This is an optimization exercise on Yosys and OpenROAD, whose aim is small area, a short achievable clock period and few clock cycles per item, not a production implementation.
In this exercise RTL edits were held to simulation tests only and were not proved equivalent to the original.
Power figures rest on the tool's default switching activity, not on a simulated workload.

build 89:
==> flow/design.v <==
package perceptron_pkg;
  localparam int NUM_WEIGHTS = 12;
  localparam int WEIGHT_W    = 4;
  localparam int ROW_W       = NUM_WEIGHTS * WEIGHT_W;
  typedef enum logic [2:0] {
    ST_CLEAR  = 3'd0,
    ST_IDLE   = 3'd1,
    ST_READ   = 3'd2,
    ST_UPDATE = 3'd3,
    ST_WRITE  = 3'd4,
    ST_DONE   = 3'd5
  } state_t;
  function automatic logic [WEIGHT_W-1:0] get_field(input logic [ROW_W-1:0] row,
                                                    input int i);
    get_field = row[i*WEIGHT_W +: WEIGHT_W];
  endfunction
endpackage
import perceptron_pkg::*;
module sat_weight_update
#(
  parameter logic [WEIGHT_W-1:0] INIT = WEIGHT_W'(8)
)
(
  input  logic [WEIGHT_W-1:0] w,
  input  logic                inc,
  input  logic                init,
  output logic [WEIGHT_W-1:0] w_next,
  output logic [WEIGHT_W-1:0] w_upd
);
  logic [WEIGHT_W-1:0] d;
  logic [WEIGHT_W:0]   t;
  assign d = inc ? w : ~w;
  always_comb begin
    t[0] = 1'b1;
    for (int i = 0; i < WEIGHT_W; i++) begin
      t[i+1] = t[i] & d[i];
    end
  end
  assign w_upd  = w ^ (t[WEIGHT_W-1:0] & {WEIGHT_W{!t[WEIGHT_W]}});
  assign w_next = init ? INIT : w_upd;
endmodule
import perceptron_pkg::*;
module perceptron_weight_trainer
#(
  parameter int TABLE_DEPTH = 64,
  parameter int IDX_W       = 6,
  parameter int INIT_W      = 8
)
(
  input  logic                   clk,
  input  logic                   reset_n,
  input  logic                   train_valid,
  output logic                   train_ready,
  input  logic [IDX_W-1:0]       train_idx,
  input  logic [NUM_WEIGHTS-1:0] train_hist,
  input  logic                   train_taken,
  input  logic                   train_pred,
  input  logic                   train_confident,
  input  logic [IDX_W-1:0]       rd_idx,
  output logic [ROW_W-1:0]       rd_weights,
  output logic                   upd_done,
  output logic                   upd_written,
  output logic                   init_busy
);
  localparam logic [WEIGHT_W-1:0] INIT_FIELD = WEIGHT_W'(INIT_W);
  logic [TABLE_DEPTH-1:0][ROW_W-1:0] mem;
  logic                   init_wr;
  logic                   req_v;
  logic                   req_wr;      
  logic [IDX_W-1:0]       req_idx;
  logic [NUM_WEIGHTS-1:0] req_inc;     
  logic [ROW_W-1:0]       req_row;     
  logic [ROW_W-1:0]       req_h0_n;    
  logic [ROW_W-1:0]       req_h1_n;
  logic [ROW_W-1:0]       rd_h0_n;     
  logic [ROW_W-1:0]       rd_h1_n;
  logic [TABLE_DEPTH-1:0] wr_sel;      
  logic                   accept;
  logic                   skip;
  logic                   wr_now;
  logic                   tr_fwd;
  logic                   rd_fwd;
  logic [ROW_W-1:0]       new_row;
  logic [ROW_W-1:0]       wdata;
  logic [TABLE_DEPTH-1:0] tr_dec;
  assign accept = train_valid && train_ready;
  assign skip   = (train_pred == train_taken) && train_confident;
  assign wr_now = req_v && req_wr;
  for (genvar g = 0; g < NUM_WEIGHTS; g++) begin : g_upd
    sat_weight_update #(.INIT (INIT_FIELD)) u_sat (
      .w      (req_row[g*WEIGHT_W +: WEIGHT_W]),
      .inc    (req_inc[g]),
      .init   (init_wr),
      .w_next (wdata[g*WEIGHT_W +: WEIGHT_W]),
      .w_upd  (new_row[g*WEIGHT_W +: WEIGHT_W])
    );
  end
  for (genvar r = 0; r < TABLE_DEPTH; r++) begin : g_row
    always_ff @(posedge clk) begin
      if (init_wr || wr_sel[r]) begin
        mem[r] <= wdata;
      end
    end
  end
  logic [TABLE_DEPTH-1:0] tr_sel;
  logic [TABLE_DEPTH-1:0] rd_sel;
  logic [7:0] tr_lo_n, tr_hi_n, rd_lo_n, rd_hi_n;
  idx_predecode u_tr_pre (.idx (train_idx), .lo_n (tr_lo_n), .hi_n (tr_hi_n));
  idx_predecode u_rd_pre (.idx (rd_idx),    .lo_n (rd_lo_n), .hi_n (rd_hi_n));
  idx_select u_tr_dec (.lo_n (tr_lo_n), .hi_n (tr_hi_n), .mask ('0),     .sel (tr_dec));
  idx_select u_tr_sel (.lo_n (tr_lo_n), .hi_n (tr_hi_n), .mask (wr_sel), .sel (tr_sel));
  idx_select u_rd_sel (.lo_n (rd_lo_n), .hi_n (rd_hi_n), .mask (wr_sel), .sel (rd_sel));
  assign tr_fwd = wr_now && (req_idx == train_idx);
  assign rd_fwd = wr_now && (req_idx == rd_idx);
  row_read u_tr_read (
    .mem   (mem),
    .sel   (tr_sel),
    .fwd   (tr_fwd),
    .fdata (new_row),
    .half0_n (tr_h0_d),
    .half1_n (tr_h1_d)
  );
  row_read u_rd_read (
    .mem   (mem),
    .sel   (rd_sel),
    .fwd   (rd_fwd),
    .fdata (new_row),
    .half0_n (rd_h0_d),
    .half1_n (rd_h1_d)
  );
  logic [ROW_W-1:0] tr_h0_d, tr_h1_d, rd_h0_d, rd_h1_d;
  always_ff @(posedge clk) begin
    if (!reset_n) begin
      init_wr     <= 1'b1;
      init_busy   <= 1'b1;
      train_ready <= 1'b0;
      req_v       <= 1'b0;
      wr_sel      <= '0;
    end else begin
      init_wr <= 1'b0;
      if (!init_wr && init_busy) begin
        init_busy   <= 1'b0;
        train_ready <= 1'b1;
      end
      req_v  <= accept;
      wr_sel <= tr_dec & {TABLE_DEPTH{accept && !skip}};
    end
  end
  always_ff @(posedge clk) begin
    req_wr    <= !skip;
    req_idx   <= train_idx;
    req_inc   <= ~(train_hist ^ {NUM_WEIGHTS{train_taken}});
    req_h0_n  <= tr_h0_d;
    req_h1_n  <= tr_h1_d;
  end
  assign req_row = ~(req_h0_n & req_h1_n);
  assign upd_done    = req_v;
  assign upd_written = req_wr;
  always_ff @(posedge clk) begin
    rd_h0_n <= rd_h0_d;
    rd_h1_n <= rd_h1_d;
  end
  assign rd_weights = ~(rd_h0_n & rd_h1_n);
endmodule
module idx_predecode
(
  input  logic [5:0] idx,
  output logic [7:0] lo_n,
  output logic [7:0] hi_n
);
  pre3_decode u_lo (.idx (idx[2:0]), .sel_n (lo_n));
  pre3_decode u_hi (.idx (idx[5:3]), .sel_n (hi_n));
endmodule
module pre3_decode
(
  input  logic [2:0] idx,
  output logic [7:0] sel_n
);
  always_comb begin
    for (int i = 0; i < 8; i++) begin
      sel_n[i] = (idx != 3'(i));
    end
  end
endmodule
module idx_select
(
  input  logic [7:0]  lo_n,
  input  logic [7:0]  hi_n,
  input  logic [63:0] mask,
  output logic [63:0] sel
);
  for (genvar r = 0; r < 64; r++) begin : g_row
    nor3_g u_sel (.a (lo_n[r % 8]), .b (hi_n[r / 8]), .c (mask[r]), .y (sel[r]));
  end
endmodule
module nor3_g
(
  input  logic a,
  input  logic b,
  input  logic c,
  output logic y
);
  assign y = ~(a | b | c);
endmodule
module row_read
(
  input  logic [63:0][perceptron_pkg::ROW_W-1:0] mem,
  input  logic [63:0]                            sel,
  input  logic                                   fwd,
  input  logic [perceptron_pkg::ROW_W-1:0]       fdata,
  output logic [perceptron_pkg::ROW_W-1:0]       half0_n,
  output logic [perceptron_pkg::ROW_W-1:0]       half1_n
);
  localparam int W = perceptron_pkg::ROW_W;
  logic [21:0][W-1:0] n;
  logic [5:0][W-1:0]  p;
  logic [W-1:0]       fn;
  for (genvar k = 0; k < 21; k++) begin : g_sl
    row_aoi3 u_sl (
      .s   (sel[3*k +: 3]),
      .a   (mem[3*k]), .b (mem[3*k+1]), .c (mem[3*k+2]),
      .y_n (n[k])
    );
  end
  nand2_w u_last (.a (mem[63]), .b ({W{sel[63]}}), .y (n[21]));
  nand2_w u_fn (.a (fdata), .b ({W{fwd}}), .y (fn));
  for (genvar k = 0; k < 5; k++) begin : g_p
    nand4_w u_p (.a (n[4*k]), .b (n[4*k+1]), .c (n[4*k+2]), .d (n[4*k+3]), .y (p[k]));
  end
  nand3_w u_p5 (.a (n[20]), .b (n[21]), .c (fn), .y (p[5]));
  nor3_w u_h0 (.a (p[0]), .b (p[1]), .c (p[2]), .y (half0_n));
  nor3_w u_h1 (.a (p[3]), .b (p[4]), .c (p[5]), .y (half1_n));
endmodule
module row_aoi3
(
  input  logic [2:0]                         s,
  input  logic [perceptron_pkg::ROW_W-1:0]   a,
  input  logic [perceptron_pkg::ROW_W-1:0]   b,
  input  logic [perceptron_pkg::ROW_W-1:0]   c,
  output logic [perceptron_pkg::ROW_W-1:0]   y_n
);
  assign y_n = ~(({perceptron_pkg::ROW_W{s[0]}} & a) |
                 ({perceptron_pkg::ROW_W{s[1]}} & b) |
                 ({perceptron_pkg::ROW_W{s[2]}} & c));
endmodule
module nand2_w
(
  input  logic [perceptron_pkg::ROW_W-1:0] a,
  input  logic [perceptron_pkg::ROW_W-1:0] b,
  output logic [perceptron_pkg::ROW_W-1:0] y
);
  assign y = ~(a & b);
endmodule
module nand4_w
(
  input  logic [perceptron_pkg::ROW_W-1:0] a,
  input  logic [perceptron_pkg::ROW_W-1:0] b,
  input  logic [perceptron_pkg::ROW_W-1:0] c,
  input  logic [perceptron_pkg::ROW_W-1:0] d,
  output logic [perceptron_pkg::ROW_W-1:0] y
);
  assign y = ~(a & b & c & d);
endmodule
module nor2_w
(
  input  logic [perceptron_pkg::ROW_W-1:0] a,
  input  logic [perceptron_pkg::ROW_W-1:0] b,
  output logic [perceptron_pkg::ROW_W-1:0] y
);
  assign y = ~(a | b);
endmodule
module nand3_w
(
  input  logic [perceptron_pkg::ROW_W-1:0] a,
  input  logic [perceptron_pkg::ROW_W-1:0] b,
  input  logic [perceptron_pkg::ROW_W-1:0] c,
  output logic [perceptron_pkg::ROW_W-1:0] y
);
  assign y = ~(a & b & c);
endmodule
module nor3_w
(
  input  logic [perceptron_pkg::ROW_W-1:0] a,
  input  logic [perceptron_pkg::ROW_W-1:0] b,
  input  logic [perceptron_pkg::ROW_W-1:0] c,
  output logic [perceptron_pkg::ROW_W-1:0] y
);
  assign y = ~(a | b | c);
endmodule
make LEC_CHECK=0 CAP_MARGIN=20 CELL_PAD_IN_SITES_DETAIL_PLACEMENT=1 CELL_PAD_IN_SITES_GLOBAL_PLACEMENT=1 CORE_MARGIN=2 CORE_UTILIZATION=50 CTS_CLUSTER_DIAMETER=70 CTS_CLUSTER_SIZE=28 GPL_TIMING_DRIVEN=1 PLACE_DENSITY=0.62 SETUP_SLACK_MARGIN=2.6 SLEW_MARGIN=20 SYNTH_HIERARCHICAL=1 SYNTH_MINIMUM_KEEP_SIZE=0 TNS_END_PERCENT=0 finish   # period 5.0 ns
run.sh (not shown) runs the stock make flow with config.mk's settings and CLKGATE_MAP_FILE= SYNTH_SCRIPT=/design/flow/synth_recipe.tcl, a recipe that flattens the netlist after the stock synthesis.
Testbench counts of build 89, summed over its fixed seeds: cycles 16,008, items 16,000.
--- input diff build 89..build 96 ---
# build 89
export LEC_CHECK = 0
export CAP_MARGIN = 20
export CELL_PAD_IN_SITES_DETAIL_PLACEMENT = 1
export CELL_PAD_IN_SITES_GLOBAL_PLACEMENT = 1
export CORE_MARGIN = 2
export CORE_UTILIZATION = 50
export CTS_CLUSTER_DIAMETER = 70
export CTS_CLUSTER_SIZE = 28
export GPL_TIMING_DRIVEN = 1
export PLACE_DENSITY = 0.62
export SETUP_SLACK_MARGIN = 2.6
export SLEW_MARGIN = 20
export SYNTH_HIERARCHICAL = 1
export SYNTH_MINIMUM_KEEP_SIZE = 0
export TNS_END_PERCENT = 0
create_clock -name core_clock -period 5.0 [get_ports {clk}]
# build 96
export LEC_CHECK = 0
export CAP_MARGIN = 20
export CELL_PAD_IN_SITES_DETAIL_PLACEMENT = 1
export CELL_PAD_IN_SITES_GLOBAL_PLACEMENT = 1
export CORE_MARGIN = 2
export CORE_UTILIZATION = 45
export CTS_CLUSTER_DIAMETER = 70
export CTS_CLUSTER_SIZE = 28
export GPL_TIMING_DRIVEN = 1
export PLACE_DENSITY = 0.55
export SETUP_SLACK_MARGIN = 2.5
export SLEW_MARGIN = 20
export SYNTH_HIERARCHICAL = 1
export SYNTH_MINIMUM_KEEP_SIZE = 0
create_clock -name core_clock -period 5.0 [get_ports {clk}]
Notes after the runs:
Build 96 went all the way through synthesis, placement and routing and the layout is clean on timing, DRC and antenna.
Build 96 vs build 89 on relative max-transition margin: build 96 is the higher one.
| iteration count of the initial detailed-routing pass | build 96 vs build 89 | 2 higher |
Build 96 vs build 89: routed wire length up
Build 89 has higher fraction of the core area covered by cells at the end of the flow than build 96.
Build 96 has total power above what build 89 had.
Build 96 against build 89: via count saw a decrease; worst setup slack saw an increase.
Changes in build 17 relative to build 96:
# build 96
export LEC_CHECK = 0
export CAP_MARGIN = 20
export CELL_PAD_IN_SITES_DETAIL_PLACEMENT = 1
export CELL_PAD_IN_SITES_GLOBAL_PLACEMENT = 1
export CORE_MARGIN = 2
export CORE_UTILIZATION = 45
export CTS_CLUSTER_DIAMETER = 70
export CTS_CLUSTER_SIZE = 28
export GPL_TIMING_DRIVEN = 1
export PLACE_DENSITY = 0.55
export SETUP_SLACK_MARGIN = 2.5
export SLEW_MARGIN = 20
export SYNTH_HIERARCHICAL = 1
export SYNTH_MINIMUM_KEEP_SIZE = 0
create_clock -name core_clock -period 5.0 [get_ports {clk}]
# build 17
export LEC_CHECK = 0
export CAP_MARGIN = 20
export CELL_PAD_IN_SITES_DETAIL_PLACEMENT = 1
export CELL_PAD_IN_SITES_GLOBAL_PLACEMENT = 1
export CORE_MARGIN = 2
export CORE_UTILIZATION = 50
export CTS_CLUSTER_DIAMETER = 70
export CTS_CLUSTER_SIZE = 28
export GPL_TIMING_DRIVEN = 1
export PLACE_DENSITY = 0.62
export SETUP_SLACK_MARGIN = 2.6
export SLEW_MARGIN = 20
export SYNTH_HIERARCHICAL = 1
export SYNTH_MINIMUM_KEEP_SIZE = 0
export TNS_END_PERCENT = 20
create_clock -name core_clock -period 5.0 [get_ports {clk}]
## What came out
Re sum of net half-perimeters after detailed placement: build 96 was higher than build 17.
Compared with build 96, build 17 shows met3 wire length that has gone up by more than 10%.
Relative to build 96, the number of clock-tree buffers in the layout measured on build 17 has decreased by a few percent.
Going from build 96 to build 17, power dissipated by switching net loads decreased 0.29 mW, worst setup slack decreased 0.11 ns, clock network fraction of design power decreased 1.1 points, number of cell rows decreased 10.
Build 17 against build 96; power per cell area is down slightly.
Looking at portion of the layout cell area used by non-clock buffers across build 96 and build 17, the one that comes out lower is build 96.
Setup changes, build 17 to build 23
# build 17
export LEC_CHECK = 0
export CAP_MARGIN = 20
export CELL_PAD_IN_SITES_DETAIL_PLACEMENT = 1
export CELL_PAD_IN_SITES_GLOBAL_PLACEMENT = 1
export CORE_MARGIN = 2
export CORE_UTILIZATION = 50
export CTS_CLUSTER_DIAMETER = 70
export CTS_CLUSTER_SIZE = 28
export GPL_TIMING_DRIVEN = 1
export PLACE_DENSITY = 0.62
export SETUP_SLACK_MARGIN = 2.6
export SLEW_MARGIN = 20
export SYNTH_HIERARCHICAL = 1
export SYNTH_MINIMUM_KEEP_SIZE = 0
export TNS_END_PERCENT = 20
create_clock -name core_clock -period 5.0 [get_ports {clk}]
# build 23
export LEC_CHECK = 0
export CAP_MARGIN = 20
export CELL_PAD_IN_SITES_DETAIL_PLACEMENT = 1
export CELL_PAD_IN_SITES_GLOBAL_PLACEMENT = 1
export CORE_MARGIN = 2
export CORE_UTILIZATION = 45
export CTS_CLUSTER_DIAMETER = 70
export CTS_CLUSTER_SIZE = 28
export GPL_TIMING_DRIVEN = 1
export PLACE_DENSITY = 0.55
export SETUP_SLACK_MARGIN = 2.6
export SLEW_MARGIN = 20
export SYNTH_HIERARCHICAL = 1
export SYNTH_MINIMUM_KEEP_SIZE = 0
export TNS_END_PERCENT = 20
create_clock -name core_clock -period 5.0 [get_ports {clk}]
--- outcome ---
The flow did not stop early for build 23: all stages ran, and the layout cleared the timing, DRC and antenna checks. Going from build 17 to build 23, overall power consumption climbed about 0.8%, worst setup slack after placement has decreased. Number of antenna repair diodes was lower in build 23 than in build 17. Re via count: build 23 and build 17 aren't equal, and the higher value belongs to build 17. Utilization after layout (lower): build 23. Master of the slowest instance on the critical path = sky130_fd_sc_hd__dfxtp_1: build 23; master of the slowest instance on the critical path = sky130_fd_sc_hd__a222oi_1: build 17. Build 23 vs build 17 — maximum fanout count along the critical path rose 6. Area of placed instances: build 23 vs build 17 up 610 um^2.

[static timing again, ports no longer ideal]
How much do the figures lean on ideal ports? The routed layouts below were timed once more, with nothing changed but the port constraints.
Step 1 (the two cells are an assumption about what drives the block):
set clk [get_ports {clk}]
set_driving_cell -lib_cell sky130_fd_sc_hd__clkbuf_16 $clk
set_driving_cell -lib_cell sky130_fd_sc_hd__buf_2 [delete_from_list [all_inputs] $clk]
Step 2 moves the port delays by t, midway between the first and last clock arrival at a register: inputs arrive t later, outputs are due t later. That takes back most of the time a late clock gives input paths.
Three values: ideal ports, drivers, drivers and shift; two values: the first two.
run | shift t [ns] | slack for setup (ns) | latest minus earliest clock arrival (ns)
build 89 | 1.012 | 2.290 / 2.259 / 1.357 | 0.067 / 0.067
build 96 | 1.024 | 2.317 / 2.213 / 1.378 | 0.080 / 0.080
build 17 | 1.022 | 2.207 / 2.198 / 1.253 | 0.060 / 0.060
build 23 | 1.051 | 2.266 / 2.178 / 1.354 | 0.084 / 0.084
After both steps setup and hold are still met in every run listed. The setup slack of build 17, which loses most, moves by -0.009 ns with the drivers and by -0.954 ns with both steps.
